From an optimization exercise on the open Yosys and OpenROAD flow, aimed at small area, a short achievable clock period and few clock cycles; shortcuts taken in it are not production practice.
Only simulation tests tie the RTL to the original design; equivalence was not proved.

File: flow/standard.sh
#!/bin/bash
# synth_recipe.tcl (not shown) runs the flow's synth.tcl, then flattens the netlist and writes it again
# the make line also repeats each setting of config.mk as NAME=value (left out here)
make -C /OpenROAD-flow-scripts/flow DESIGN_CONFIG=/design/flow/config.mk WORK_HOME=/design/flow/orfs CLKGATE_MAP_FILE= SYNTH_SCRIPT=/design/flow/synth_recipe.tcl "${@:-finish}"
File: flow/flow/run.sh
#!/bin/bash
# Own flow: the standard layout (standard.sh, unchanged synthesis and steps) with two
# settings changed on make's command line:
#  - ports are buffered with plain buf_1 cells (resizable later) instead of delay buffers.
set -euo pipefail
bash standard.sh SETUP_SLACK_MARGIN=8 \
  "BUFFER_PORTS_ARGS=-buffer_cell sky130_fd_sc_hd__buf_1" finish > flow_make.log 2>&1
File: flow/design.v
module ex_stage #(
  parameter int unsigned DATA_W    = 32,
  parameter int unsigned STALL_IDX = 3
) (
  input  logic              clk,
  input  logic              rst,
  input  logic [5:0]        stall,
  input  logic [4:0]        exALUop,
  input  logic [DATA_W-1:0] exReg1,
  input  logic [DATA_W-1:0] exReg2,
  input  logic [4:0]        exRS1,
  input  logic [4:0]        exRS2,
  input  logic [4:0]        exWriteNum,
  input  logic              exWriteReg,
  input  logic              memWriteReg,
  input  logic [4:0]        memWriteNum,
  input  logic [DATA_W-1:0] memResult,
  input  logic              wbWriteReg,
  input  logic [4:0]        wbWriteNum,
  input  logic [DATA_W-1:0] wbResult,
  output logic [DATA_W-1:0] exResult,
  output logic [4:0]        exWriteNumOut,
  output logic              exWriteRegOut,
  output logic              stallreq
);
  localparam int unsigned DIV_K   = 4;             
  localparam int unsigned DIV_CYC = 32 / DIV_K;    
  localparam logic [4:0] OP_ADD  = 5'd1,  OP_SUB  = 5'd2,  OP_AND  = 5'd3,  OP_OR   = 5'd4;
  localparam logic [4:0] OP_XOR  = 5'd5,  OP_SLL  = 5'd6,  OP_SRL  = 5'd7,  OP_SRA  = 5'd8;
  localparam logic [4:0] OP_SLT  = 5'd9,  OP_SLTU = 5'd10, OP_MUL  = 5'd11, OP_DIV  = 5'd12;
  localparam logic [4:0] OP_DIVU = 5'd13, OP_REM  = 5'd14, OP_REMU = 5'd15;
  typedef enum logic [1:0] {IDLE, MUL, DIV, DOUT} state_t;
  state_t state;
  function automatic logic [63:0] bk_carry(input logic [63:0] a, input logic [63:0] b,
                                           input logic cin, input int W);
    logic [63:0] g, p;
    g = a & b;
    p = a ^ b;
    g[0] = g[0] | (p[0] & cin);
    for (int d = 1; d < W; d = d * 2)
      for (int i = 2*d - 1; i < W; i = i + 2*d) begin
        g[i] = g[i] | (p[i] & g[i-d]);
        p[i] = p[i] & p[i-d];
      end
    for (int d = 32; d >= 1; d = d / 2)
      for (int i = 3*d - 1; i < W; i = i + 2*d) begin
        g[i] = g[i] | (p[i] & g[i-d]);
        p[i] = p[i] & p[i-d];
      end
    bk_carry = {g[62:0], cin};
  endfunction
  function automatic logic [31:0] cneg(input logic n, input logic [31:0] x);
    logic [63:0] c;
    c = bk_carry({32'd0, ~x}, 64'd0, 1'b1, 32);
    cneg = n ? (~x ^ c[31:0]) : x;
  endfunction
  logic [31:0] op1, op2;
  logic        unused_stall;
  assign unused_stall = ^stall;
  always_comb begin : fwd
    op1 = exReg1;
    if (memWriteReg && memWriteNum == exRS1 && exRS1 != 5'd0)    op1 = memResult;
    else if (wbWriteReg && wbWriteNum == exRS1 && exRS1 != 5'd0) op1 = wbResult;
    op2 = exReg2;
    if (memWriteReg && memWriteNum == exRS2 && exRS2 != 5'd0)    op2 = memResult;
    else if (wbWriteReg && wbWriteNum == exRS2 && exRS2 != 5'd0) op2 = wbResult;
  end
  logic        is_sub;
  logic [32:0] sum;
  logic        lt_s, lt_u;
  logic [31:0] sh_in, sh_rev, sh_out, sh_res;
  logic [63:0] sh_wide;
  logic        is_sll, sh_fill;
  logic [31:0] alu_res;
  assign is_sub = (exALUop == OP_SUB) || (exALUop == OP_SLT) || (exALUop == OP_SLTU);
  assign sum    = {1'b0, op1} + {1'b0, is_sub ? ~op2 : op2} + {32'd0, is_sub};
  assign lt_u   = !sum[32];
  assign lt_s   = (op1[31] ^ op2[31]) ? op1[31] : sum[31];
  assign is_sll  = (exALUop == OP_SLL);
  assign sh_fill = (exALUop == OP_SRA) & op1[31];
  always_comb begin
    for (int i = 0; i < 32; i++) sh_rev[i] = op1[31-i];
  end
  assign sh_in   = is_sll ? sh_rev : op1;
  assign sh_wide = {{32{sh_fill}}, sh_in} >> op2[4:0];
  assign sh_out  = sh_wide[31:0];
  always_comb begin
    for (int i = 0; i < 32; i++) sh_res[i] = is_sll ? sh_out[31-i] : sh_out[i];
  end
  always_comb begin : alu
    alu_res = '0;
    case (exALUop)
      OP_ADD, OP_SUB:          alu_res = sum[31:0];
      OP_AND:                  alu_res = op1 & op2;
      OP_OR:                   alu_res = op1 | op2;
      OP_XOR:                  alu_res = op1 ^ op2;
      OP_SLL, OP_SRL, OP_SRA:  alu_res = sh_res;
      OP_SLT:                  alu_res = {31'd0, lt_s};
      OP_SLTU:                 alu_res = {31'd0, lt_u};
      default:                 alu_res = '0;
    endcase
  end
  logic [31:0] ra, rq, rr;
  logic [2:0]  cnt;
  logic        want_q, neg_q, neg_r, d_cin;
  logic is_mul, is_div, is_signed, a_neg, b_neg;
  assign is_mul    = (exALUop == OP_MUL);
  assign is_div    = (exALUop == OP_DIV) || (exALUop == OP_DIVU) ||
                     (exALUop == OP_REM) || (exALUop == OP_REMU);
  assign is_signed = (exALUop == OP_DIV) || (exALUop == OP_REM);
  assign a_neg     = is_signed & op1[31];
  assign b_neg     = is_signed & op2[31];
  logic [31:0] m_a, m_acc, prod;
  logic [7:0]  m_b;
  logic        m_p;
  assign m_a   = ra;
  assign m_b   = rq[31:24];
  assign m_p   = rq[23];
  assign m_acc = rr << 8;
  logic [31:0] pp [4];
  logic [31:0] hot;
  logic [8:0]  bb;
  assign bb = {m_b, m_p};
  always_comb begin
    hot = '0;
    for (int j = 0; j < 4; j++) begin
      logic b0, b1, b2, one, two, neg;
      logic [31:0] x;
      b0  = bb[2*j];
      b1  = bb[2*j+1];
      b2  = bb[2*j+2];
      one = b0 ^ b1;
      two = (b2 & !b1 & !b0) | (!b2 & b1 & b0);
      neg = b2 & !(b1 & b0);
      x   = (({32{one}} & m_a) | ({32{two}} & (m_a << 1))) ^ {32{neg}};
      pp[j]      = x << (2*j);
      hot[2*j]   = neg;
    end
  end
  function automatic logic [63:0] csa(input logic [31:0] x, input logic [31:0] y, input logic [31:0] z);
    logic [31:0] s, c;
    s = x ^ y ^ z;
    c = ((x & y) | (x & z) | (y & z)) << 1;
    csa = {s, c};
  endfunction
  logic [31:0] l1s0, l1c0, l1s1, l1c1, l2s, l2c, l3s, l3c;
  always_comb begin
    {l1s0, l1c0} = csa(pp[0], pp[1], pp[2]);
    {l1s1, l1c1} = csa(pp[3], m_acc, hot);
    {l2s, l2c}   = csa(l1s0, l1c0, l1s1);
    {l3s, l3c}   = csa(l2s, l2c, l1c1);
  end
  logic [63:0] m_c;
  assign m_c  = bk_carry({32'd0, l3s}, {32'd0, l3c}, 1'b0, 32);
  assign prod = l3s ^ l3c ^ m_c[31:0];
  logic mul_last;
  assign mul_last = (cnt == 3'd3);
  logic [31:0] d_r [DIV_K+1];
  logic [31:0] d_q [DIV_K+1];
  always_comb begin
    d_r[0] = rr;
    d_q[0] = rq;
    for (int i = 0; i < DIV_K; i++) begin
      logic [63:0] x, y, c;
      logic [33:0] diff;
      x    = {31'd0, d_r[i], d_q[i][31]};
      y    = {30'd0, 2'b11, ra};
      c    = bk_carry(x, y, d_cin, 34);
      diff = x[33:0] ^ y[33:0] ^ c[33:0];
      d_q[i+1] = {d_q[i][30:0], !diff[33]};
      d_r[i+1] = diff[33] ? {d_r[i][30:0], d_q[i][31]} : diff[31:0];
    end
  end
  logic [31:0] a_mag, b_add;
  logic        mul_keep, a_short, a_tiny;
  logic [31:0] x_in, m_in, q_in;
  assign a_mag    = cneg(a_neg, op1);
  assign b_add    = b_neg ? op2 : ~op2;
  assign mul_keep = is_mul & !(op2[31:16] != 16'd0 && op1[31:16] == 16'd0);
  assign x_in     = mul_keep ? op2 : a_mag;
  assign m_in     = mul_keep ? op1 : op2;
  assign a_short  = (x_in[31:16] == 16'd0);
  assign a_tiny   = a_short & (x_in[15:8] == 8'd0);
  assign q_in     = a_tiny ? {x_in[7:0], 24'd0} : a_short ? {x_in[15:0], 16'd0} : x_in;
  logic [31:0] b_low, a_top;
  logic        a_lt_b;
  assign b_low = ~b_add;
  always_comb begin
    a_top[31] = a_mag[31];
    for (int i = 30; i >= 0; i--) a_top[i] = a_top[i+1] | a_mag[i];
  end
  logic div_lt;
  assign div_lt = is_div & a_lt_b;
  assign a_lt_b = |(b_low & ~a_top);
  logic        div0, d_neg;
  logic [31:0] d_sel, div_res;
  assign div0    = d_cin & (ra == 32'hFFFF_FFFF);
  assign d_sel   = want_q ? (rq | {32{div0}}) : rr;
  assign d_neg   = want_q ? (neg_q & !div0) : neg_r;
  assign div_res = cneg(d_neg, d_sel);
  always_comb begin : ctl
    stallreq = 1'b0;
    unique case (state)
      IDLE:    stallreq = is_mul | is_div;
      MUL:     stallreq = !mul_last;
      DIV:     stallreq = 1'b1;
      DOUT:    stallreq = 1'b0;
      default: stallreq = 1'b0;
    endcase
    if (rst) stallreq = 1'b0;
  end
  always_ff @(posedge clk) begin : state_reg
    if (rst) state <= IDLE;
    else begin
      unique case (state)
        IDLE:    if (is_mul) state <= MUL; else if (is_div) state <= a_lt_b ? DOUT : DIV;
        MUL:     if (mul_last && !stall[STALL_IDX]) state <= IDLE;
        DIV:     if (cnt == 3'(DIV_CYC - 1)) state <= DOUT;
        DOUT:    if (!stall[STALL_IDX]) state <= IDLE;
        default: state <= IDLE;
      endcase
    end
  end
  always_ff @(posedge clk) begin : data_regs
    unique case (state)
      IDLE: begin
        ra    <= is_mul ? m_in : b_add;
        rq    <= q_in & {32{!div_lt}};
        rr    <= div_lt ? a_mag : (m_in & {32{is_mul & q_in[31]}});
        d_cin <= !b_neg;
        if (is_mul) cnt <= a_tiny ? 3'd3 : a_short ? 3'd2 : 3'd0;
        else        cnt <= a_tiny ? 3'(DIV_CYC * 3 / 4) : a_short ? 3'(DIV_CYC / 2) : 3'd0;
        if (!is_mul) begin
          want_q <= (exALUop == OP_DIV) || (exALUop == OP_DIVU);
          neg_q  <= a_neg ^ b_neg;
          neg_r  <= a_neg;
        end
      end
      MUL: if (!mul_last) begin
        cnt <= cnt + 3'd1;
        rq  <= rq << 8;
        rr  <= prod;
      end
      DIV: begin
        cnt <= cnt + 3'd1;
        rq  <= d_q[DIV_K];
        rr  <= d_r[DIV_K];
      end
      default: ;
    endcase
  end
  logic [31:0] res;
  always_comb begin
    unique case (state)
      MUL:     res = prod;
      DOUT:    res = div_res;
      default: res = alu_res;
    endcase
  end
  assign exResult      = rst ? '0 : res;
  assign exWriteNumOut = exWriteNum;
  assign exWriteRegOut = !rst && exWriteReg && !stallreq;
endmodule
File: flow/constraint.sdc
create_clock -name core_clock -period 17.0 [get_ports {clk}]
set_input_delay 3.4000 -clock core_clock [delete_from_list [all_inputs] [get_ports {clk}]]
set_output_delay 3.4000 -clock core_clock [all_outputs]
set_load 0.01 [all_outputs]
File: flow/config.mk
export PLATFORM = sky130hd
export DESIGN_NAME = ex_stage
export DESIGN_NICKNAME = ex_stage
export VERILOG_FILES = /design/flow/design.v
export SDC_FILE = /design/flow/constraint.sdc
export NUM_CORES = 4
export LEC_CHECK = 0
export ABC_AREA = 1
export CAP_MARGIN = 20
export CORE_MARGIN = 2
export CORE_UTILIZATION = 50
export SETUP_SLACK_MARGIN = 5
export SLEW_MARGIN = 20
export TNS_END_PERCENT = 0
==> impl_metrics.tcl, run 1 <==
set metrics [dict create \
    status "no timing/DRC/antenna violations" \
    chipHeight_um 245 \
    startpoint_type "primary input" \
    fin_cells 5291 \
    crit_start "wbWriteNum[1]" \
    pre_cts_ws_ns 2.50 \
    cap_violations 0 \
    hold_buffers 0 \
    portBuffers 192 \
    grt_pass1_wl_um 188000 \
    gp_congestion 1.04 \
    grt_max_degree 97 \
    synth_top_area_share_pct 13.8 \
    hold_path.class "flop to flop" \
    die_x_um 245 \
    finalCritPeriodShare_pct 67.4 \
    dp_hpwl_um 98000 \
    worst-setup-path-type "primary input to output pin" \
    layout_commonest_cell "nand2_1" \
    dieArea_um2 60200 \
    r2r-end "rr[1]$_DFFE_PP_" \
    fin_crit_ns 11.45 \
    layout.nets 5171 \
    cp.required_ns 13.60 \
    drt_pre_antenna_iters 7 \
    synth_area_um2 29100 \
    totalWireLength_um 126000 \
    synth_edf_count 103 \
    wl_per_cell_um 23.9 \
    vias 32200 \
    max_stage_delay_ns 0.35 \
    end_kind "output pin" \
    first_global_vias 30300 \
    tns_ns 0 \
    ioPinCount 208 \
    vias_per_cell 6.08 \
    syn_avg_cell_area_um2 6.67 \
    grt_usage_pct 41.3 \
    critPathTopFamily "simple AND/OR/NAND/NOR gates" \
    cp.depth 38 \
    rrSetupSlack_ns 5.95 \
    finClkSkew_ns 0.00923 \
    placedInstanceArea_um2 30400 \
    antenna_found_initial 2 \
    ys_types 65 \
    layout_setup_ws_ns 5.55 \
    worst_hold_slack_ns 0.544 \
    cts_max_path_buffers 2 \
    place_inst 5164 \
    postLayoutCellArea_um2 33200 \
    crit_end "exResult[28]" \
    hold_start "state[0]$_SDFFE_PP0P_" \
    crit_buf_inv 8 \
    syn_nets 5012 \
    syn2layout_area_growth_pct 14.0 \
    ant_nets 0 \
    cp_slowest_cell "fa_2" \
    rr_worst_depth 77 \
    final_cell_mix "nand2_1 (990), inv_1 (457), o21ai_0 (446)" \
    max_slew.worst_pin.slew_ns 1.27 \
    ys_warn_count 4 \
    slew_headroom_pct 14.1 \
    drc_errors 0 \
    synthFlopType "edfxtp_1" \
    antennaDiodeCount 0 \
    synth.area.top_cells "ha_1 (14%), nand2_1 (13%), fa_1 (11%), edfxtp_1 (11%), o21ai_0 (8.5%)" \
    finalHoldViolCount 0 \
    root_buffer "clkbuf_16" \
    rsz0062_at_grt "yes" \
    worstSkewPairLatency_ns 0.37 \
    ys_seq_area_share_pct 10.8 \
    start_util_pct 50.6 \
    grt_overflow 0 \
    core.rowCount 88 \
    r2r-start "rq[31]$_DFFE_PP_" \
    max_freq_ghz 0.0873 \
    synth_seq_cells 105 \
    synth_area_leader_cell "ha_1" \
    worst-endpoint-arrival_ns 8.05 \
    synthCells 4363 \
    synthArstFlopShare_pct 0 \
    final_util_pct 57.6 \
    cp_max_fo 4 \
    cts_tree "done" \
    drt_iter0_markers 3188 \
    cts_inserted_buffers 9 \
    setup_viol 0 \
    fillers 5854 \
    core-area_um2 57600 \
    drive_above_1_share_pct 10.9 \
    cts_max_level 3 \
    maxSlewViolCount 0 \
    top_regs "ra: 32 flops, rq: 32 flops, rr: 32 flops" \
    clk_pin_slew_worst_paths_ns 0.08 \
    clkSinkCount 105 \
]
[synthesized netlist by cell type, drive strengths merged (3+ instances only)]
cell type	instances
o221a	3
o21bai	7
a211oi	13
nor2	243
nor4	13
xor2	210
o21a	13
a21boi	3
a22oi	21
a21oi	201
o221ai	7
o41ai	3
clkinv	25
o22ai	116
o31ai	6
or2	32
inv	487
o21ai	566
clkbuf	155
nor3	36
xnor2	63
o2111ai	10
nand3	184
a21o	18
edfxtp	103
nand4	61
and3	3
mux2i	5
a31o	5
o211ai	67
a31oi	37
nand2	1040
fa	159
a311oi	4
ha	321
buf	74
a221oi	31
nand3b	5
[worst register-to-register path, delay by kind of cell (launching register included)]
family,cells,cell delay [ns]
adders and majority gates,5,1.43
DFF,1,0.44
AOI/OAI and AO/OA,20,3.78
buffers and inverters,11,1.54
and+or+nand+nor,41,3.76
[cell families (layout without fill, tap and decap cells)]
family / count (synthesis) / count (layout) / share of synthesized area, %
AO/OA/AOI/OAI: 1138 / 1138 / 22.6
XOR/XNOR: 273 / 273 / 8.21
adder cells (fa/ha/maj): 480 / 480 / 24.7
buffers and inverters: 741 / 904 / 10.2
flip-flops: 105 / 105 / 10.8
multiplexers: 5 / 5 / 0.172
AND/OR/NAND/NOR: 1621 / 1621 / 23.3
[timing repair]
| action | in CTS | in global routing |
|---|---|---|
| pin swaps | 64 | 66 |
| endpoints found under the setup margin | 100 | 100 |
| cloned | 19 | 5 |
| buffers inserted | 60 | 28 |
| gates resized for setup | 226 | 125 |
[routing by layer]
metal	share of wire [%]	up-vias	GRT usage (%)
met1	39	15200	51.5
met3	7.1	344	3.33
met5	0.014	-	0
met4	8.3	4	27.2
li1	-	15100	-
met2	46	1531	68.5
[area by class of cell]
type,count,area (um2),share of cell area [%]
multi-input combinational,3517,24000,72.3
tap,765,957,2.88
clock buffer,9,225,0.679
timing repair buffer,370,2740,8.24
inverter,512,2030,6.11
clock inverter,6,66.3,0.200
timing repair inverter,7,48.8,0.147
sequential,105,3130,9.44
[worst min-delay path by stage]
| stage | endpoint | cells after the start |
|---|---|---|
| 5_1_grt | state[0]$_SDFFE_PP0P_ | 2 |
| 6_report | state[0]$_SDFFE_PP0P_ | 2 |
| 3_5_place_dp | state[0]$_SDFFE_PP0P_ | 2 |
| 3_3_place_gp | state[1]$_SDFFE_PP0P_ | 2 |
| 2_1_floorplan | state[1]$_SDFFE_PP0P_ | 2 |
| 4_1_cts | state[0]$_SDFFE_PP0P_ | 2 |
Testbench counts, summed over its fixed seeds: cycles 23,222.
==> run 2, diff against run 1 <==
--- a/flow/config.mk
+++ b/flow/config.mk
@@ -10,3 +10,4 @@
 export CORE_MARGIN = 2
-export CORE_UTILIZATION = 50
+export CORE_UTILIZATION = 55
+export PLACE_DENSITY = 0.7
 export SETUP_SLACK_MARGIN = 5
==> impl_metrics.tcl, run 2 <==
set metrics [dict create \
    hold_buffers 0 \
    syn2layout_area_growth_pct 13.9 \
    worst_hold_path.endpoint "state[1]$_SDFFE_PP0P_" \
    cpMostUsedCell "o21ai_0" \
    core.rowCount 84 \
    hold_path_depth 2 \
    cts_max_level 3 \
    setup_viol 0 \
    netlist_top_cells_count "nand2_1 (1031), o21ai_0 (493), inv_1 (472)" \
    rrSetupSlack_ns 5.83 \
    drc_errors 0 \
    max_freq_ghz 0.0877 \
    drt_pre_antenna_iters 6 \
    fin_cells 5228 \
    antennaDiodeCount 0 \
    synth_area_leader_cell "ha_1" \
    rsz0062_at_grt "yes" \
    worstSkewPairLatency_ns 0.38 \
    cts_inserted_buffers 9 \
    maxSlewViolCount 0 \
    drive_above_1_share_pct 11.5 \
    cap_violations 0 \
    finClkSkew_ns 0.00946 \
    hold_start "state[1]$_SDFFE_PP0P_" \
    hold_path.class "flop to flop" \
    ys_types 65 \
    totalWireLength_um 125000 \
    status "no timing/DRC/antenna violations" \
    place_inst 5079 \
    worst-endpoint-arrival_ns 8.00 \
    syn_nets 5012 \
    first_global_vias 30200 \
    ioPinCount 208 \
    critPathTopFamily "compound AO/OA/AOI/OAI gates" \
    start_util_pct 55.5 \
    chipHeight_um 234 \
    cp.required_ns 13.60 \
    r2r-end "rr[19]$_DFFE_PP_" \
    grt_max_degree 90 \
    cts_tree "done" \
    ant_nets 0 \
    finalCritPeriodShare_pct 67.1 \
    gp_congestion 1.06 \
    syn_avg_cell_area_um2 6.67 \
    ys_warn_count 4 \
    clkSinkCount 105 \
    dp_hpwl_um 93400 \
    tns_ns 0 \
    antenna_found_initial 0 \
    core-area_um2 52400 \
    clk_pin_slew_worst_paths_ns 0.08 \
    synth_seq_cells 105 \
    synthArstFlopShare_pct 0 \
    root_buffer "clkbuf_16" \
    crit_buf_inv 8 \
    r2r-start "d_cin$_DFFE_PP_" \
    synth_top_area_share_pct 13.8 \
    cp_slowest_cell "o41ai_1" \
    cts_max_path_buffers 2 \
    final_cell_mix "nand2_1 (987), inv_1 (461), o21ai_0 (432)" \
    portBuffers 192 \
    drt_iter0_markers 3475 \
    grt_usage_pct 44.2 \
    synth_edf_count 103 \
    die_x_um 234 \
    max_slew.worst_pin.slew_ns 1.05 \
    layout_setup_ws_ns 5.60 \
    pre_cts_ws_ns 2.62 \
    finalHoldViolCount 0 \
    rr_worst_depth 79 \
    synthFlopType "edfxtp_1" \
    layout.nets 5184 \
    yosysMostFrequentCell "nand2_1" \
    dieArea_um2 54800 \
    synth.area.top_cells "ha_1 (14%), nand2_1 (13%), fa_1 (11%), edfxtp_1 (11%), o21ai_0 (8.5%)" \
    end_kind "output pin" \
    vias_per_cell 6.23 \
    layout_commonest_cell "nand2_1" \
    worst-setup-path-type "primary input to output pin" \
    top_regs "ra: 32 flops, rq: 32 flops, rr: 32 flops" \
    fin_crit_ns 11.40 \
    cp_max_fo 16 \
    synth_area_um2 29100 \
    startpoint_type "primary input" \
    synthCells 4363 \
    vias 32600 \
    slew_headroom_pct 29.6 \
    grt_overflow 0 \
    max_stage_delay_ns 0.60 \
    wl_per_cell_um 23.8 \
    grt_pass1_wl_um 182000 \
    ys_seq_area_share_pct 10.8 \
]
==> run 2: cell counts after synthesis <==
No cell type changed its count.
==> run 2: how the worst max path moves through the flow <==
stage | startpoint | end | slack (ns) | cells after the start
3_3_place_gp | ra[0]$_DFFE_PP_ | rr[18]$_DFFE_PP_ | 2.79 | 77
2_1_floorplan | exRS2[2] | exResult[28] | 6.22 | 35
3_5_place_dp | ra[0]$_DFFE_PP_ | rr[18]$_DFFE_PP_ | 2.62 | 77
6_report | exRS1[2] | exResult[8] | 5.60 | 26
5_1_grt | exRS2[4] | exResult[30] | 5.38 | 35
4_1_cts | exRS1[2] | exResult[22] | 5.71 | 33
==> run 2: area by class of cell <==
class / count / area [um2]
Multi-Input combinational cell: 3520 / 24100
Clock buffer: 10 / 229
Inverter: 512 / 2030
Clock inverter: 6 / 50.0
Fill cell: 5004 / 19300
Timing Repair Buffer: 379 / 2730
Sequential cell: 105 / 3130
Timing Repair inverter: 8 / 65.1
Tap cell: 688 / 861
==> run 2: cell families (layout without fill, tap and decap cells) <==
kind of cell	Yosys count	count (layout)	share of synthesized area (%)
AND/OR/NAND/NOR	1621	1624	23.3
buffers and inverters	741	915	10.2
AO/OA/AOI/OAI	1138	1138	22.6
adder cells (fa/ha/maj)	480	480	24.7
multiplexers	5	5	0.172
XOR/XNOR	273	273	8.21
flip-flops	105	105	10.8
==> run 2: per-stage QoR <==
stage	util (%)	instance area (um2)	hold WS [ns]
2_1_floorplan	-	29200	0.494
3_3_place_gp	57.7	30200	0.518
3_5_place_dp	57.7	30200	0.524
4_1_cts	61.8	32400	0.536
5_1_grt	63.2	33200	0.583
6_report	63.2	33200	0.535
==> run 2: what timing repair did <==
| item | CTS | global route |
|---|---|---|
| buffers inserted | 67 | 41 |
| endpoints found under the setup margin | 100 | 100 |
| endpoints found under the hold margin | 0 | 0 |
| cloned | 20 | 5 |
| resized for setup | 250 | 108 |
| pin swaps | 61 | 61 |
==> run 2: worst min-delay path, stage by stage (launching register included) <==
cell and delay (ns):
dfxtp_1 0.35, nand2_1 0.08, a21oi_1 0.06
==> run 2: layer usage <==
layer / part of all wire [%] / wire length (um) / track usage (%) / vias to the layer above
li1: - / - / - / 15100
met1: 38 / 46900 / 53.9 / 15100
met2: 44 / 55200 / 70.6 / 1869
met3: 8.9 / 11100 / 6.20 / 452
met4: 9.1 / 11400 / 33.6 / 0
met5: 0 / 0 / 0 / -
==> run 3, diff against run 2 <==
==> flow/flow/run.sh (replaced) <==
#!/bin/bash
# Own flow: the standard layout (standard.sh, unchanged synthesis and steps), except that
# ports are buffered with plain buf_1 cells (resizable later) instead of delay buffers.
set -euo pipefail
bash standard.sh "BUFFER_PORTS_ARGS=-buffer_cell sky130_fd_sc_hd__buf_1" finish > flow_make.log 2>&1
--- a/flow/config.mk
+++ b/flow/config.mk
@@ -10,6 +10,4 @@
 export CORE_MARGIN = 2
-export CORE_UTILIZATION = 55
-export PLACE_DENSITY = 0.7
+export CORE_UTILIZATION = 50
 export SETUP_SLACK_MARGIN = 5
 export SLEW_MARGIN = 20
-export TNS_END_PERCENT = 0
==> impl_metrics.tcl, run 3 <==
set metrics [dict create \
    status "no timing/DRC/antenna violations" \
    synth_edf_count 103 \
    netlist_top_cells_count "nand2_1 (1031), o21ai_0 (493), inv_1 (472)" \
    cts_inserted_buffers 9 \
    setup_viol 0 \
    synthFlopType "edfxtp_1" \
    ys_types 65 \
    core.rowCount 88 \
    synthArstFlopShare_pct 0 \
    antennaDiodeCount 0 \
    synth.area.top_cells "ha_1 (14%), nand2_1 (13%), fa_1 (11%), edfxtp_1 (11%), o21ai_0 (8.5%)" \
    portBuffers 192 \
    vias 31600 \
    rsz0062_at_grt "yes" \
    fin_cells 5241 \
    ys_seq_area_share_pct 10.8 \
    grt_usage_pct 39.6 \
    tns_ns 0 \
    worst_hold_path.endpoint "state[1]$_SDFFE_PP0P_" \
    drt_iter0_markers 2926 \
    dieArea_um2 60200 \
    root_buffer "clkbuf_16" \
    layout_setup_ws_ns 5.12 \
    dp_hpwl_um 97800 \
    r2r-start "d_cin$_DFFE_PP_" \
    cts_tree "done" \
    die_x_um 245 \
    max_slew.worst_pin.slew_ns 1.19 \
    ant_nets 0 \
    place_inst 5167 \
    syn2layout_area_growth_pct 10.1 \
    clkSinkCount 105 \
    syn_nets 5012 \
    wl_per_cell_um 23.6 \
    drt_pre_antenna_iters 6 \
    fin_crit_ns 11.88 \
    ys_warn_count 4 \
    synth_top_area_share_pct 13.8 \
    chipHeight_um 245 \
    finClkSkew_ns 0.0130 \
    use_met1_pct 49.6 \
    end_kind "output pin" \
    postLayoutCellArea_um2 32000 \
    top_regs "ra: 32 flops, rq: 32 flops, rr: 32 flops" \
    startpoint_type "primary input" \
    yosysMostFrequentCell "nand2_1" \
    ioPinCount 208 \
    rrSetupSlack_ns 5.54 \
    gp_congestion 1.08 \
    totalWireLength_um 124000 \
    cts_max_level 3 \
    grt_use_met2_pct 66.1 \
    finalCritPeriodShare_pct 69.9 \
    cap_violations 0 \
    final_util_pct 55.6 \
    clk_pin_slew_worst_paths_ns 0.08 \
    hold_start "state[1]$_SDFFE_PP0P_" \
    cts_max_path_buffers 2 \
    vias_per_cell 6.03 \
    worst-setup-path-type "primary input to output pin" \
    worst_hold_slack_ns 0.535 \
    grt_overflow 0 \
    cp_max_fo 10 \
    hold_path.class "flop to flop" \
    first_global_vias 29200 \
    rr_worst_depth 79 \
    antenna_found_initial 2 \
    hold_buffers 0 \
    start_util_pct 50.6 \
    cp.required_ns 13.60 \
    slew_headroom_pct 20.6 \
    worst-endpoint-arrival_ns 8.48 \
    busiest_layer "met2" \
    final_cell_mix "nand2_1 (1014), inv_1 (468), o21ai_0 (459)" \
    synth_area_leader_cell "ha_1" \
    drive_above_1_share_pct 7.66 \
    synth_seq_cells 105 \
    core-area_um2 57600 \
    hold_path_depth 2 \
    synthCells 4363 \
    layout.nets 5120 \
    drc_errors 0 \
    max_freq_ghz 0.0842 \
    grt_max_degree 98 \
    finalHoldViolCount 0 \
    worstSkewPairLatency_ns 0.38 \
    maxSlewViolCount 0 \
    grt_pass1_wl_um 180000 \
    syn_avg_cell_area_um2 6.67 \
    r2r-end "rr[18]$_DFFE_PP_" \
    synth_area_um2 29100 \
    layout_commonest_cell "nand2_1" \
    globalRouteMet3Util_pct 3.71 \
    placedInstanceArea_um2 30400 \
    pre_cts_ws_ns 2.00 \
    fillers 5882 \
]
run 3: cell type report:
cell class	instances	area (um2)	area share [%]
clock buffer	11	253	0.789
clock inverter	5	38.8	0.121
multi-input combinational	3518	23600	73.8
timing repair buffer	321	1970	6.16
inverter	512	2000	6.24
tap	765	957	2.99
sequential	105	3130	9.78
timing repair inverter	4	37.5	0.117
run 3: metal layers:
metal / part of all wire (%) / up-vias
met1: 40 / 14900
met3: 7.0 / 300
li1: - / 15000
met4: 7.3 / 0
met2: 46 / 1400
met5: 0 / -
run 3: critical path, cell delays in order:
cell	delay (ns)
buf_1	0.11
inv_1	0.09
a21oi_2	0.14
nand3_1	0.14
nor3_4	0.26
nand2_4	0.16
buf_4	0.24
nand2_1	0.07
nand2_1	0.05
a21oi_1	0.89
o21ai_0	0.16
inv_1	0.11
o21ai_0	0.17
o21ai_0	0.41
o21ai_0	0.17
nand2_1	0.09
o21ai_0	0.13
o21ai_0	0.67
o221ai_1	0.34
o22ai_1	0.43
nor2_1	0.09
buf_1	0.14
run 3: worst max-delay path by stage:
stage,from,cells after the start,endpoint
6_report,wbWriteNum[3],22,exResult[16]
5_1_grt,d_cin$_DFFE_PP_,79,rr[16]$_DFFE_PP_
4_1_cts,d_cin$_DFFE_PP_,79,rr[18]$_DFFE_PP_
3_5_place_dp,ra[0]$_DFFE_PP_,79,rr[18]$_DFFE_PP_
3_3_place_gp,ra[0]$_DFFE_PP_,79,rr[18]$_DFFE_PP_
2_1_floorplan,exRS2[2],33,exResult[30]
run 3: logic make-up (layout without fill, tap and decap cells):
logic type,count (synthesis),after routing,share of synthesized area [%]
muxes,5,5,0.172
buffers and inverters,741,853,10.2
adders and majority gates,480,480,24.7
AOI/OAI and AO/OA,1138,1138,22.6
DFF,105,105,10.8
xor gates and xnor gates,273,273,8.21
and+or+nand+nor,1621,1622,23.3
run 3: what timing repair did:
item                       4_1_cts  5_1_grt
gates resized for setup         94      112
buffers inserted                16       28
cloned                           3       10
pin swaps                        8       41
setup endpoints to repair       56       54
==> run 4, diff against run 3 <==
--- a/flow/design.v
+++ b/flow/design.v
@@ -184,12 +184,14 @@
   assign q_in     = a_tiny ? {x_in[7:0], 24'd0} : a_short ? {x_in[15:0], 16'd0} : x_in;
-  logic [31:0] b_low, a_top;
-  logic        a_lt_b;
+  logic [31:0] b_low, a_hi, a_top, b_cmp;
+  logic        a_lt_b, quick, is_rem;
   assign b_low = ~b_add;
-  always_comb begin
-    a_top[31] = a_mag[31];
-    for (int i = 30; i >= 0; i--) a_top[i] = a_top[i+1] | a_mag[i];
-  end
-  logic div_lt;
-  assign div_lt = is_div & a_lt_b;
-  assign a_lt_b = |(b_low & ~a_top);
+  assign a_hi  = op1 ^ {32{a_neg}};
+  assign b_cmp = a_neg ? {1'b0, b_low[31:1]} : b_low;
+  always_comb begin
+    a_top[31] = a_hi[31];
+    for (int i = 30; i >= 0; i--) a_top[i] = a_top[i+1] | a_hi[i];
+  end
+  assign a_lt_b = |(b_cmp & ~a_top);
+  assign quick  = is_div & a_lt_b;
+  assign is_rem = (exALUop == OP_REM) || (exALUop == OP_REMU);
   logic        div0, d_neg;
@@ -203,3 +205,3 @@
     unique case (state)
-      IDLE:    stallreq = is_mul | is_div;
+      IDLE:    stallreq = is_mul | (is_div & !a_lt_b);
       MUL:     stallreq = !mul_last;
@@ -215,3 +217,3 @@
       unique case (state)
-        IDLE:    if (is_mul) state <= MUL; else if (is_div) state <= a_lt_b ? DOUT : DIV;
+        IDLE:    if (is_mul) state <= MUL; else if (is_div & !a_lt_b) state <= DIV;
         MUL:     if (mul_last && !stall[STALL_IDX]) state <= IDLE;
@@ -227,4 +229,4 @@
         ra    <= is_mul ? m_in : b_add;
-        rq    <= q_in & {32{!div_lt}};
-        rr    <= div_lt ? a_mag : (m_in & {32{is_mul & q_in[31]}});
+        rq    <= q_in;
+        rr    <= m_in & {32{is_mul & q_in[31]}};
         d_cin <= !b_neg;
@@ -256,3 +258,3 @@
       DOUT:    res = div_res;
-      default: res = alu_res;
+      default: res = alu_res | (op1 & {32{quick & is_rem}});
     endcase
==> impl_metrics.tcl, run 4 <==
set metrics [dict create \
    slew_headroom_pct 28.3 \
    synth_top_area_share_pct 13.7 \
    layout_commonest_cell "nand2_1" \
    cp_max_fo 46 \
    antenna_found_initial 0 \
    drc_errors 0 \
    ant_nets 0 \
    worst-endpoint-arrival_ns 8.54 \
    worstSkewPairLatency_ns 0.37 \
    start_util_pct 50.6 \
    ys_warn_count 4 \
    root_buffer "clkbuf_16" \
    met1Wirelength_um 49300 \
    dieArea_um2 60500 \
    ys_seq_area_share_pct 10.7 \
    r2r-start "ra[0]$_DFFE_PP_" \
    dp_hpwl_um 91900 \
    finClkSkew_ns 0.00509 \
    fillers 5784 \
    grt_usage_pct 38.9 \
    syn2layout_area_growth_pct 14.4 \
    first_global_vias 29300 \
    final_util_pct 57.9 \
    drive_above_1_share_pct 12.4 \
    end_kind "output pin" \
    layout_setup_ws_ns 5.06 \
    vias 31900 \
    syn_nets 4947 \
    synth_seq_cells 105 \
    yosysMostFrequentCell "nand2_1" \
    max_slew.worst_pin.slew_ns 1.07 \
    worst-setup-path-type "primary input to output pin" \
    pre_cts_ws_ns 1.82 \
    maxSlewViolCount 0 \
    synth_area_leader_cell "ha_1" \
    synthCells 4298 \
    hold_buffers 0 \
    hold_path_depth 2 \
    ys_types 73 \
    drt_pre_antenna_iters 7 \
    core-area_um2 57800 \
    totalWireLength_um 123000 \
    cap_violations 0 \
    finalCritPeriodShare_pct 70.2 \
    clkSinkCount 105 \
    setup_viol 0 \
    antennaDiodeCount 0 \
    synth_area_um2 29300 \
    synth_edf_count 103 \
    final_cell_mix "nand2_1 (814), inv_1 (460), o21ai_0 (441)" \
    cts_inserted_buffers 9 \
    cts_max_path_buffers 2 \
    synthArstFlopShare_pct 0 \
    place_inst 5086 \
    worst_hold_path.endpoint "state[0]$_SDFFE_PP0P_" \
    clk_pin_slew_worst_paths_ns 0.08 \
    gp_congestion 1.01 \
    placedInstanceArea_um2 30400 \
    dr.max_layer_used "met4" \
    die_x_um 246 \
    netlist_top_cells_count "nand2_1 (850), o21ai_0 (495), inv_1 (475)" \
    hold_path.class "flop to flop" \
    max_freq_ghz 0.0838 \
    drt_iter0_markers 3379 \
    portBuffers 192 \
    finalHoldViolCount 0 \
    vias_per_cell 6.07 \
    cp.required_ns 13.60 \
    synthFlopType "edfxtp_1" \
    wl_per_cell_um 23.5 \
    layout.nets 5132 \
    syn_avg_cell_area_um2 6.81 \
    fin_cells 5253 \
    startpoint_type "primary input" \
    cts_max_level 3 \
    chipHeight_um 246 \
    ioPinCount 208 \
    r2r-end "rr[4]$_DFFE_PP_" \
    grt_overflow 0 \
    grt_max_degree 56 \
    core.rowCount 88 \
    rrSetupSlack_ns 5.50 \
    worst_hold_slack_ns 0.541 \
    tns_ns 0 \
    status "no timing/DRC/antenna violations" \
    grt_pass1_wl_um 179000 \
    synth.area.top_cells "ha_1 (14%), nand2_1 (11%), fa_1 (11%), edfxtp_1 (11%), o21ai_0 (8.5%)" \
    dr_wl_met3_um 9200 \
    top_regs "ra: 32 flops, rq: 32 flops, rr: 32 flops" \
    hold_start "state[0]$_SDFFE_PP0P_" \
    cts_tree "done" \
    wl_met2_um 56200 \
    rsz0062_at_grt "yes" \
    postLayoutCellArea_um2 33500 \
    fin_crit_ns 11.94 \
    rr_worst_depth 78 \
]
==> run 4: cell types whose count changed after synthesis, sizes merged, moves of 10 or more <==
cell,change
nand4,-27
a31oi,-12
xor2,+14
o21ai,+27
inv,+24
or2,+13
clkbuf,-13
o221ai,+28
buf,+11
nand2,-177
nand3,-10
clkinv,-11
a21oi,+53
==> run 4: worst max-delay path, stage by stage <==
cell	delay, ns
buf_8	0.11
nor2_4	0.09
nand3_2	0.08
nor2_4	0.16
buf_4	0.13
buf_4	0.10
nor3_4	0.04
nand2_4	0.09
buf_12	0.15
buf_4	0.45
o211ai_1	0.16
o21a_1	0.28
nand2_2	0.10
buf_4	0.47
xor2_1	0.18
or2_2	0.31
o2111ai_1	0.11
o2111ai_1	0.24
a2111oi_2	0.59
nand4_1	0.35
nand2_1	0.16
nand2_1	0.14
nor2_1	0.34
nor2_1	0.08
buf_1	0.14
==> run 4: worst max-delay path by stage <==
stage	startpoint	to	slack [ns]	depth (start not counted)
2_1_floorplan	exRS2[1]	exResult[30]	5.23	42
3_3_place_gp	d_cin$_DFFE_PP_	rr[26]$_DFFE_PP_	1.93	86
3_5_place_dp	d_cin$_DFFE_PP_	rr[26]$_DFFE_PP_	1.82	86
4_1_cts	ra[0]$_DFFE_PP_	rr[13]$_DFFE_PP_	5.00	88
5_1_grt	exRS2[1]	exResult[30]	4.90	41
6_report	exRS2[2]	exWriteRegOut	5.06	25
==> run 4: per-layer routing <==
metal | up-vias | GRT usage, %
li1 | 15100 | -
met1 | 15000 | 50.4
met5 | - | 0
met2 | 1565 | 63.9
met3 | 306 | 3.49
met4 | 0 | 21.1
==> run 4: final cells by class <==
| class | instances | area (um2) | area share, % |
|---|---|---|---|
| Sequential cell | 105 | 3130 | 9.36 |
| Clock buffer | 9 | 225 | 0.673 |
| Inverter | 525 | 2090 | 6.24 |
| Multi-Input combinational cell | 3454 | 24300 | 72.6 |
| Tap cell | 765 | 957 | 2.86 |
| Clock inverter | 7 | 121 | 0.363 |
| Timing Repair inverter | 5 | 47.5 | 0.142 |
| Timing Repair Buffer | 383 | 2610 | 7.80 |
==> run 4: timing repair <==
item | CTS | global route
gates cloned | 17 | 10
setup buffers | 56 | 66
gates resized for setup | 207 | 169
pin swaps | 56 | 94
setup endpoints to repair | 67 | 67
endpoints found under the hold margin | 0 | 0
==> run 4: kinds of logic (layout without fill, tap and decap cells) <==
kind of cell / count (synthesis) / in the layout / share of synthesized area (%)
and+or+nand+nor: 1418 / 1431 / 20.6
AOI/OAI and AO/OA: 1244 / 1244 / 24.8
buffers and inverters: 752 / 929 / 10.3
adders and majority gates: 480 / 480 / 24.6
xor gates and xnor gates: 290 / 290 / 8.70
DFF: 105 / 105 / 10.7
muxes: 9 / 9 / 0.308
Testbench counts of run 4, summed over its fixed seeds: cycles 23,026.
==> run 5, diff against run 4 <==
--- a/flow/design.v
+++ b/flow/design.v
@@ -196,2 +196,4 @@
   assign is_rem = (exALUop == OP_REM) || (exALUop == OP_REMU);
+  logic b_big;
+  assign b_big = is_div & (b_low[31:28] != 4'd0);
   logic        div0, d_neg;
@@ -229,7 +231,8 @@
         ra    <= is_mul ? m_in : b_add;
-        rq    <= q_in;
-        rr    <= m_in & {32{is_mul & q_in[31]}};
+        rq    <= b_big ? {a_mag[3:0], 28'd0} : q_in;
+        rr    <= b_big ? {4'd0, a_mag[31:4]} : (m_in & {32{is_mul & q_in[31]}});
         d_cin <= !b_neg;
         if (is_mul) cnt <= a_tiny ? 3'd3 : a_short ? 3'd2 : 3'd0;
-        else        cnt <= a_tiny ? 3'(DIV_CYC * 3 / 4) : a_short ? 3'(DIV_CYC / 2) : 3'd0;
+        else        cnt <= b_big ? 3'(DIV_CYC - 1) : a_tiny ? 3'(DIV_CYC * 3 / 4) :
+                           a_short ? 3'(DIV_CYC / 2) : 3'd0;
         if (!is_mul) begin
==> impl_metrics.tcl, run 5 <==
set metrics [dict create \
    drt_iter0_markers 3026 \
    ys_warn_count 4 \
    place_inst 5118 \
    worstSkewPairLatency_ns 0.38 \
    finalCritPeriodShare_pct 69.5 \
    pre_cts_ws_ns 1.45 \
    ys_seq_area_share_pct 10.6 \
    totalWireLength_um 126000 \
    final_cell_mix "nand2_1 (841), inv_1 (423), o21ai_0 (418)" \
    start_util_pct 50.8 \
    synthCells 4316 \
    synth_seq_cells 105 \
    cp.required_ns 13.60 \
    yosysMostFrequentCell "nand2_1" \
    finalHoldViolCount 0 \
    antenna_found_initial 1 \
    vias 32000 \
    grt_pass1_wl_um 184000 \
    fin_cells 5287 \
    max_freq_ghz 0.0846 \
    syn_nets 4965 \
    cp_slowest_cell "ha_1" \
    core-area_um2 57900 \
    ioPinCount 208 \
    gp_congestion 1.05 \
    netlist_top_cells_count "nand2_1 (883), o21ai_0 (469), inv_1 (440)" \
    antennaDiodeCount 0 \
    max_stage_delay_ns 0.37 \
    cts_tree "done" \
    syn2layout_area_growth_pct 14.2 \
    drc_errors 0 \
    synthFlopType "edfxtp_1" \
    cts_max_level 3 \
    ys_types 72 \
    maxSlewViolCount 0 \
    vias_per_cell 6.06 \
    synth_top_area_share_pct 13.6 \
    placedInstanceArea_um2 30700 \
    root_buffer "clkbuf_16" \
    cp_max_fo 50 \
    drt_pre_antenna_iters 7 \
    top_regs "ra: 32 flops, rq: 32 flops, rr: 32 flops" \
    synth_area_um2 29400 \
    synth_area_leader_cell "ha_1" \
    cpMostUsedCell "nand2_1" \
    tns_ns 0 \
    cts_max_path_buffers 2 \
    layout_setup_ws_ns 5.19 \
    first_global_vias 29900 \
    status "no timing/DRC/antenna violations" \
    grt_overflow 0 \
    core.rowCount 88 \
    grt_max_degree 70 \
    fillers 5926 \
    regArea_um2 3130 \
    clk_pin_slew_worst_paths_ns 0.09 \
    syn_avg_cell_area_um2 6.82 \
    cap_violations 0 \
    postLayoutCellArea_um2 33600 \
    dp_hpwl_um 98300 \
    worst-setup-path-type "primary input to output pin" \
    ant_nets 0 \
    die_x_um 247 \
    synth_edf_count 103 \
    grt_usage_pct 40.1 \
    dieArea_um2 60800 \
    worst-endpoint-arrival_ns 8.41 \
    synthArstFlopShare_pct 0 \
    end_kind "output pin" \
    finClkSkew_ns 0.0148 \
    critPathTopFamily "simple AND/OR/NAND/NOR gates" \
    chipHeight_um 247 \
    drive_above_1_share_pct 12.5 \
    layout.nets 5166 \
    fin_crit_ns 11.81 \
    layout_commonest_cell "nand2_1" \
    wl_per_cell_um 23.9 \
    hold_path.class "flop to flop" \
    cts_inserted_buffers 9 \
    crit_buf_inv 6 \
    max_slew.worst_pin.slew_ns 1.05 \
    multi_input_area_um2 24300 \
    startpoint_type "primary input" \
    rsz0062_at_grt "yes" \
    slew_headroom_pct 29.8 \
    synth.area.top_cells "ha_1 (14%), nand2_1 (11%), fa_1 (11%), edfxtp_1 (11%), o21ai_0 (8.0%)" \
    setup_viol 0 \
    clkSinkCount 105 \
    portBuffers 192 \
]
## run 5: cell types whose count changed after synthesis, moves of 13 or more
cell / delta
or2_0: -13
inv_2: -17
clkbuf_1: +15
buf_2: -15
nor2_1: +44
a21oi_1: -16
nand2_1: +33
o221ai_1: -13
o21ai_1: -17
inv_1: -35
o21ai_2: +30
o21a_1: +20
o21ai_0: -26
nand3_1: +30
## run 5: metal layers
metal	up-vias	track usage, %	part of all wire (%)
met5	-	0	0
li1	15200	-	-
met4	0	24.6	7.8
met2	1409	65.3	45
met3	300	4.09	6.8
met1	15200	51.2	40
## run 5: final cells by class
| cell class | count | area share, % |
|---|---|---|
| clock buffers | 9 | 0.670 |
| clock inverters | 7 | 0.287 |
| inverters | 487 | 5.70 |
| multi-input cells | 3497 | 72.4 |
| flip-flops and latches | 105 | 9.32 |
| well taps | 765 | 2.85 |
| repair buffers | 413 | 8.70 |
| repair inverters | 4 | 0.0856 |
## run 5: what timing repair did
item	in CTS	in global routing
pin swaps	36	68
cloned	8	10
resized for setup	180	153
buffers inserted	54	80
hold buffers	0	0
endpoints found under the setup margin	67	63
## run 5: path summary, 6_finish.rpt
check | from | endpoint | slack, ns | depth (start not counted)
worst min-delay path | state[0]$_SDFFE_PP0P_ | state[0]$_SDFFE_PP0P_ | 0.55 | 2
worst min register to register | state[0]$_SDFFE_PP0P_ | state[0]$_SDFFE_PP0P_ | 0.55 | 2
worst max-delay path | exRS1[1] | exResult[26] | 5.19 | 39
worst max register to register | ra[5]$_DFFE_PP_ | rr[8]$_DFFE_PP_ | 5.45 | 89
## run 5: stage by stage
| stage | hold WS (ns) | utilization, % |
|---|---|---|
| 3_5_place_dp | 0.532 | 53.0 |
| 3_3_place_gp | 0.527 | 53.0 |
| 6_report | 0.547 | 58.1 |
| 2_1_floorplan | 0.489 | - |
| 5_1_grt | 0.566 | 58.1 |
| 4_1_cts | 0.547 | 55.7 |
## run 5: cell families (layout without fill, tap and decap cells)
| group | after synthesis | count (layout) | share of synthesized area, % |
|---|---|---|---|
| AOI/OAI and AO/OA | 1243 | 1243 | 25.3 |
| xor gates and xnor gates | 280 | 280 | 8.33 |
| adders and majority gates | 480 | 480 | 24.5 |
| buffers and inverters | 716 | 920 | 9.84 |
| DFF | 105 | 105 | 10.6 |
| muxes | 18 | 18 | 0.612 |
| and+or+nand+nor | 1474 | 1476 | 20.9 |
## run 5: worst reg2reg max path, delay by kind of cell (launching register included)
family	cells	cell delay [ns]
compound gates	26	3.85
fa+ha+maj	4	1.29
buf+inv	12	1.58
flops	1	0.54
simple gates	47	4.02
Testbench counts of run 5, summed over its fixed seeds: cycles 22,081.
==> run 6, diff against run 5 <==
--- a/flow/design.v
+++ b/flow/design.v
@@ -25,4 +25,4 @@
 );
-  localparam int unsigned DIV_K   = 4;             
-  localparam int unsigned DIV_CYC = 32 / DIV_K;    
+  localparam int unsigned DIV_K   = 3;             
+  localparam int unsigned DIV_CYC = 33 / DIV_K;    
   localparam logic [4:0] OP_ADD  = 5'd1,  OP_SUB  = 5'd2,  OP_AND  = 5'd3,  OP_OR   = 5'd4;
@@ -102,4 +102,5 @@
   end
-  logic [31:0] ra, rq, rr;
-  logic [2:0]  cnt;
+  logic [31:0] ra, rr;
+  logic [32:0] rq;
+  logic [3:0]  cnt;
   logic        want_q, neg_q, neg_r, d_cin;
@@ -156,5 +157,5 @@
   logic mul_last;
-  assign mul_last = (cnt == 3'd3);
+  assign mul_last = (cnt == 4'd3);
   logic [31:0] d_r [DIV_K+1];
-  logic [31:0] d_q [DIV_K+1];
+  logic [32:0] d_q [DIV_K+1];
   always_comb begin
@@ -165,3 +166,3 @@
       logic [33:0] diff;
-      x    = {31'd0, d_r[i], d_q[i][31]};
+      x    = {31'd0, d_r[i], d_q[i][32]};
       y    = {30'd0, 2'b11, ra};
@@ -169,4 +170,4 @@
       diff = x[33:0] ^ y[33:0] ^ c[33:0];
-      d_q[i+1] = {d_q[i][30:0], !diff[33]};
-      d_r[i+1] = diff[33] ? {d_r[i][30:0], d_q[i][31]} : diff[31:0];
+      d_q[i+1] = {d_q[i][31:0], !diff[33]};
+      d_r[i+1] = diff[33] ? {d_r[i][30:0], d_q[i][32]} : diff[31:0];
     end
@@ -196,4 +197,2 @@
   assign is_rem = (exALUop == OP_REM) || (exALUop == OP_REMU);
-  logic b_big;
-  assign b_big = is_div & (b_low[31:28] != 4'd0);
   logic        div0, d_neg;
@@ -201,3 +200,3 @@
   assign div0    = d_cin & (ra == 32'hFFFF_FFFF);
-  assign d_sel   = want_q ? (rq | {32{div0}}) : rr;
+  assign d_sel   = want_q ? (rq[31:0] | {32{div0}}) : rr;
   assign d_neg   = want_q ? (neg_q & !div0) : neg_r;
@@ -221,3 +220,3 @@
         MUL:     if (mul_last && !stall[STALL_IDX]) state <= IDLE;
-        DIV:     if (cnt == 3'(DIV_CYC - 1)) state <= DOUT;
+        DIV:     if (cnt == 4'(DIV_CYC - 1)) state <= DOUT;
         DOUT:    if (!stall[STALL_IDX]) state <= IDLE;
@@ -231,8 +230,7 @@
         ra    <= is_mul ? m_in : b_add;
-        rq    <= b_big ? {a_mag[3:0], 28'd0} : q_in;
-        rr    <= b_big ? {4'd0, a_mag[31:4]} : (m_in & {32{is_mul & q_in[31]}});
+        rq    <= (is_div & a_short & !a_tiny) ? {2'b0, x_in[15:0], 15'd0} : {1'b0, q_in};
+        rr    <= m_in & {32{is_mul & q_in[31]}};
         d_cin <= !b_neg;
-        if (is_mul) cnt <= a_tiny ? 3'd3 : a_short ? 3'd2 : 3'd0;
-        else        cnt <= b_big ? 3'(DIV_CYC - 1) : a_tiny ? 3'(DIV_CYC * 3 / 4) :
-                           a_short ? 3'(DIV_CYC / 2) : 3'd0;
+        if (is_mul) cnt <= a_tiny ? 4'd3 : a_short ? 4'd2 : 4'd0;
+        else        cnt <= a_tiny ? 4'(DIV_CYC - 3) : a_short ? 4'(DIV_CYC - 6) : 4'd0;
         if (!is_mul) begin
@@ -244,3 +242,3 @@
       MUL: if (!mul_last) begin
-        cnt <= cnt + 3'd1;
+        cnt <= cnt + 4'd1;
         rq  <= rq << 8;
@@ -249,3 +247,3 @@
       DIV: begin
-        cnt <= cnt + 3'd1;
+        cnt <= cnt + 4'd1;
         rq  <= d_q[DIV_K];
==> impl_metrics.tcl, run 6 <==
set metrics [dict create \
    end_kind "output pin" \
    max_stage_delay_ns 0.40 \
    synth_seq_cells 107 \
    synth.area.top_cells "ha_1 (13%), nand2_1 (13%), edfxtp_1 (11%), fa_1 (10%), o21ai_0 (9.5%)" \
    cp_max_fo 6 \
    cp.required_ns 13.60 \
    max_freq_ghz 0.0835 \
    startpoint_type "primary input" \
    synth_area_leader_cell "ha_1" \
    rsz0062_at_grt "yes" \
    dp_hpwl_um 91600 \
    synth_edf_count 105 \
    multi_input_area_um2 22200 \
    finClkSkew_ns 0.0126 \
    ys_types 65 \
    clk_pin_slew_worst_paths_ns 0.08 \
    first_global_vias 27900 \
    vias 30200 \
    max_slew.worst_pin.slew_ns 1.06 \
    grt_pass1_wl_um 174000 \
    synth_area_um2 27500 \
    synthCells 4084 \
    cts_tree "done" \
    gp_congestion 1.08 \
    cpMostUsedCell "nand2_2" \
    fin_crit_ns 11.98 \
    finalHoldViolCount 0 \
    pre_cts_ws_ns 3.26 \
    syn2layout_area_growth_pct 11.5 \
    syn_avg_cell_area_um2 6.75 \
    setup_viol 0 \
    yosysMostFrequentCell "nand2_1" \
    placedInstanceArea_um2 28700 \
    regArea_um2 3190 \
    layout.nets 4818 \
    status "no timing/DRC/antenna violations" \
    grt_overflow 0 \
    root_buffer "clkbuf_16" \
    drive_above_1_share_pct 10.1 \
    tns_ns 0 \
    crit_buf_inv 7 \
    critPathTopFamily "simple AND/OR/NAND/NOR gates" \
    grt_usage_pct 40.5 \
    antenna_found_initial 1 \
    ys_seq_area_share_pct 11.6 \
    hold_path.class "flop to flop" \
    dieArea_um2 57000 \
    synthArstFlopShare_pct 0 \
    ioPinCount 208 \
    finalCritPeriodShare_pct 70.5 \
    portBuffers 192 \
    clkSinkCount 107 \
    maxSlewViolCount 0 \
    cts_inserted_buffers 9 \
    die_x_um 239 \
    final_cell_mix "nand2_1 (886), o21ai_0 (496), inv_1 (402)" \
    slew_headroom_pct 29.5 \
    worst-endpoint-arrival_ns 8.58 \
    ant_nets 0 \
    cts_max_path_buffers 2 \
    synthFlopType "edfxtp_1" \
    vias_per_cell 6.14 \
    worst-setup-path-type "primary input to output pin" \
    layout_commonest_cell "nand2_1" \
    core-area_um2 54800 \
    totalWireLength_um 118000 \
    drt_pre_antenna_iters 6 \
    wl_per_cell_um 23.9 \
    start_util_pct 50.3 \
    netlist_top_cells_count "nand2_1 (919), o21ai_0 (522), inv_1 (427)" \
    top_regs "rq: 33 flops, ra: 32 flops, rr: 32 flops" \
    syn_nets 4685 \
    postLayoutCellArea_um2 30700 \
    synth_top_area_share_pct 13.2 \
    drc_errors 0 \
    cp_slowest_cell "fa_2" \
    layout_setup_ws_ns 5.02 \
    cap_violations 0 \
    core.rowCount 86 \
    hold_buffers 0 \
    largest_register_ffs 33 \
    grt_max_degree 68 \
    chipHeight_um 239 \
    worstSkewPairLatency_ns 0.37 \
    ys_warn_count 4 \
    cts_max_level 3 \
    regMostFlops "rq" \
    fillers 5670 \
    drt_iter0_markers 3051 \
]
[run 6: per-stage QoR]
stage | std cells | hold WS [ns] | utilization [%]
after floorplan | 4084 | 0.489 | -
after global placement | 4826 | 0.524 | 52.4
after detailed placement | 4827 | 0.528 | 52.4
after CTS | 4900 | 0.540 | 54.8
after global routing | 4927 | 0.563 | 56.1
final | 4928 | 0.541 | 56.1
[run 6: cell type report]
| class | count | area share [%] |
|---|---|---|
| multi-input cells | 3297 | 72.4 |
| flip-flops and latches | 107 | 10.4 |
| repair buffers | 338 | 7.33 |
| inverters | 461 | 6.04 |
| well taps | 704 | 2.87 |
| clock buffers | 9 | 0.733 |
| clock inverters | 7 | 0.191 |
| repair inverters | 3 | 0.0692 |
| diodes | 2 | 0.0163 |
[run 6: cell families (layout without fill, tap and decap cells)]
family / count (synthesis) / after routing / share of synthesized area (%)
AO/OA/AOI/OAI: 1145 / 1145 / 24.5
AND/OR/NAND/NOR: 1442 / 1444 / 21.5
XOR/XNOR: 265 / 265 / 8.43
other: 0 / 2 / 0
buffers and inverters: 682 / 818 / 10.0
adder cells (fa/ha/maj): 432 / 432 / 23.5
multiplexers: 11 / 11 / 0.400
flip-flops: 107 / 107 / 11.6
[run 6: path summary, 6_finish.rpt]
| kind | to | start | slack (ns) | depth (start not counted) |
|---|---|---|---|---|
| max | exResult[26] | exRS1[0] | 5.02 | 40 |
| max reg2reg | rr[26]$_DFFE_PP_ | d_cin$_DFFE_PP_ | 6.08 | 72 |
| min | state[0]$_SDFFE_PP0P_ | state[0]$_SDFFE_PP0P_ | 0.54 | 2 |
| min reg2reg | state[0]$_SDFFE_PP0P_ | state[0]$_SDFFE_PP0P_ | 0.54 | 2 |
[run 6: tightest hold or removal path, stage by stage, from the launching register on]
cell and delay, ns:
dfxtp_1 0.37, nand2_1 0.08, a21oi_1 0.05
[run 6: repair_timing]
item                       in CTS  in global routing
setup endpoints to repair      67                 63
gates cloned                    8                  2
pin swaps                      36                 78
buffers inserted               49                 24
resized for setup             142                158
hold endpoints to repair        0                  0
[run 6: layer usage]
layer  global-route usage (%)  vias up  wire length (um)
met5                        0        -                 0
met4                     28.0        0              9800
met3                     4.06      321              8480
met2                     65.3     1381             53200
met1                     51.1    14300             46500
li1                         -    14200                 -
Testbench counts of run 6, summed over its fixed seeds: cycles 24,059.
==> run 7, diff against run 6 <==
--- a/flow/config.mk
+++ b/flow/config.mk
@@ -8,3 +8,3 @@
 export ABC_AREA = 1
-export CAP_MARGIN = 20
+export CAP_MARGIN = 0
 export CORE_MARGIN = 2
@@ -12,2 +12,2 @@
 export SETUP_SLACK_MARGIN = 5
-export SLEW_MARGIN = 20
+export SLEW_MARGIN = 0
==> impl_metrics.tcl, run 7 <==
set metrics [dict create \
    dieArea_um2 57000 \
    cpMostUsedCell "nand2_1" \
    gp_congestion 1.08 \
    core-area_um2 54800 \
    cts_max_level 3 \
    tns_ns 0 \
    max_freq_ghz 0.0839 \
    grt_overflow 0 \
    netlist_top_cells_count "nand2_1 (919), o21ai_0 (522), inv_1 (427)" \
    fillers 5651 \
    hold_path.class "flop to flop" \
    cp_slowest_cell "buf_4" \
    core.rowCount 86 \
    grt_max_degree 68 \
    regMostFlops "rq" \
    wl_per_cell_um 23.9 \
    cts_max_path_buffers 2 \
    synth.area.top_cells "ha_1 (13%), nand2_1 (13%), edfxtp_1 (11%), fa_1 (10%), o21ai_0 (9.5%)" \
    antenna_found_initial 1 \
    grt_pass1_wl_um 175000 \
    synthCells 4084 \
    cap_violations 0 \
    fin_crit_ns 11.92 \
    status "no timing/DRC/antenna violations" \
    syn2layout_area_growth_pct 11.5 \
    first_global_vias 27900 \
    drc_errors 0 \
    vias 30200 \
    worst-endpoint-arrival_ns 8.52 \
    drt_iter0_markers 3076 \
    ant_nets 0 \
    synthArstFlopShare_pct 0 \
    vias_per_cell 6.12 \
    startpoint_type "primary input" \
    cp_max_fo 36 \
    synth_edf_count 105 \
    layout.nets 4820 \
    start_util_pct 50.3 \
    finalHoldViolCount 0 \
    portBuffers 192 \
    final_util_pct 56.1 \
    synth_area_leader_cell "ha_1" \
    synth_top_area_share_pct 13.2 \
    final_cell_mix "nand2_1 (881), o21ai_0 (497), inv_1 (400)" \
    grt_usage_pct 40.7 \
    yosysMostFrequentCell "nand2_1" \
    max_stage_delay_ns 0.44 \
    finClkSkew_ns 0.0110 \
    dp_hpwl_um 91700 \
    pre_cts_ws_ns 3.27 \
    die_x_um 239 \
    totalWireLength_um 118000 \
    cp.required_ns 13.60 \
    ys_warn_count 4 \
    worstSkewPairLatency_ns 0.37 \
    ioPinCount 208 \
    ys_seq_area_share_pct 11.6 \
    chipHeight_um 239 \
    synth_seq_cells 107 \
    worst-setup-path-type "primary input to output pin" \
    drive_above_1_share_pct 10.4 \
    cts_tree "done" \
    maxSlewViolCount 0 \
    largest_register_ffs 33 \
    drt_pre_antenna_iters 5 \
    root_buffer "clkbuf_16" \
    setup_viol 0 \
    end_kind "output pin" \
    max_slew.worst_pin.slew_ns 1.18 \
    layout_setup_ws_ns 5.08 \
    syn_nets 4685 \
    layout_commonest_cell "nand2_1" \
    syn_avg_cell_area_um2 6.75 \
    synth_area_um2 27500 \
    finalCritPeriodShare_pct 70.1 \
    cts_inserted_buffers 9 \
    clkSinkCount 107 \
    top_regs "rq: 33 flops, ra: 32 flops, rr: 32 flops" \
    ys_types 65 \
    clk_pin_slew_worst_paths_ns 0.08 \
    synthFlopType "edfxtp_1" \
    slew_headroom_pct 21.4 \
    rsz0062_at_grt "yes" \
]
==> run 7: cell counts after synthesis <==
No cell type changed its count.
==> run 7: kinds of logic (layout without fill, tap and decap cells) <==
kind of cell             count (synthesis)  after routing  synth area share, %
flip-flops                             107            107                 11.6
XOR/XNOR                               265            265                 8.43
multiplexers                            11             11                0.400
AO/OA/AOI/OAI                         1145           1145                 24.5
AND/OR/NAND/NOR                       1442           1444                 21.5
buffers and inverters                  682            820                 10.0
other                                    0              1                    0
adder cells (fa/ha/maj)                432            432                 23.5
==> run 7: critical path: cells and delay by family <==
kind	cells	cell delay (ns)
AND/OR/NAND/NOR	19	3.15
buffers and inverters	7	1.63
AO/OA/AOI/OAI	2	0.25
==> run 7: final timing paths <==
check | start | end | slack (ns) | depth (start not counted)
worst max register to register | d_cin$_DFFE_PP_ | rr[4]$_DFFE_PP_ | 5.99 | 70
worst min-delay path | state[0]$_SDFFE_PP0P_ | state[0]$_SDFFE_PP0P_ | 0.54 | 2
worst max-delay path | exRS1[2] | exResult[17] | 5.08 | 28
worst min register to register | state[0]$_SDFFE_PP0P_ | state[0]$_SDFFE_PP0P_ | 0.54 | 2
==> run 7: repair_timing <==
action                                  in CTS  in global routing
pin swaps                                   32                 69
gates cloned                                 9                  2
resized for setup                          139                172
endpoints found under the setup margin      67                 64
hold buffers                                 0                  0
buffers inserted                            48                 27
==> run 7: cell type report <==
class                           instances  area (um2)  area share [%]
Sequential cell                       107        3190            10.4
Antenna cell                            1        2.50         0.00814
Timing Repair Buffer                  338        2200            7.15
Clock inverter                          7        57.6           0.187
Tap cell                              704         881            2.87
Timing Repair inverter                  5        37.5           0.122
Clock buffer                            9         225           0.733
Inverter                              461        1840            5.99
Multi-Input combinational cell       3297       22300            72.5
==> run 7: layer usage <==
| metal | part of all wire [%] | track usage [%] | vias up | wire, um |
|---|---|---|---|---|
| li1 | - | - | 14200 | - |
| met4 | 7.9 | 27.2 | 0 | 9300 |
| met1 | 40 | 51.8 | 14300 | 47000 |
| met5 | 0 | 0 | - | 0 |
| met2 | 45 | 65.4 | 1327 | 53600 |
| met3 | 6.7 | 4.08 | 306 | 7950 |
==> run 7: stage by stage <==
step	cell area [um2]	hold WS, ns	cells
6_report	30700	0.535	4929
5_1_grt	30700	0.573	4929
2_1_floorplan	27500	0.489	4084
3_5_place_dp	28700	0.525	4826
4_1_cts	29900	0.536	4899
3_3_place_gp	28700	0.524	4826

## port drivers added, routing unchanged
The flow's constraints put no driver on any port. The routed layouts listed below were extracted and timed again, unchanged, in two steps. Step 1: set_driving_cell puts a clkbuf_16 on clk and a buf_2 on each other input, an assumption about the parent block. Step 2 times the ports against the registers' clock, not the clock port: input delays grow and output delays shrink by t, the midpoint of the rising clock arrivals with the driver on. Slacks: ideal ports / drivers / drivers and shift; pairs: ideal ports / drivers.
run	shift t [ns]	setup WS [ns]	latest minus earliest clock arrival (ns)	worst register clock-pin slew, ns	cell pins on the clock port's net
run 1	0.418	5.546 / 5.517 / 5.517	0.010 / 0.009	0.08 / 0.08	1
run 2	0.420	5.598 / 5.570 / 5.570	0.009 / 0.010	0.08 / 0.08	1
run 3	0.424	5.121 / 5.095 / 5.095	0.013 / 0.014	0.08 / 0.08	1
run 4	0.415	5.062 / 5.024 / 5.024	0.005 / 0.005	0.08 / 0.08	1
run 5	0.420	5.186 / 5.160 / 5.160	0.015 / 0.014	0.09 / 0.09	1
run 6	0.423	5.023 / 4.995 / 4.995	0.013 / 0.012	0.09 / 0.09	1
run 7	0.419	5.083 / 5.055 / 5.055	0.011 / 0.011	0.09 / 0.09	1
After both steps setup and hold are still met in every run listed. The setup slack of run 4, which loses most, moves by -0.038 ns with the drivers and by -0.038 ns with both steps.
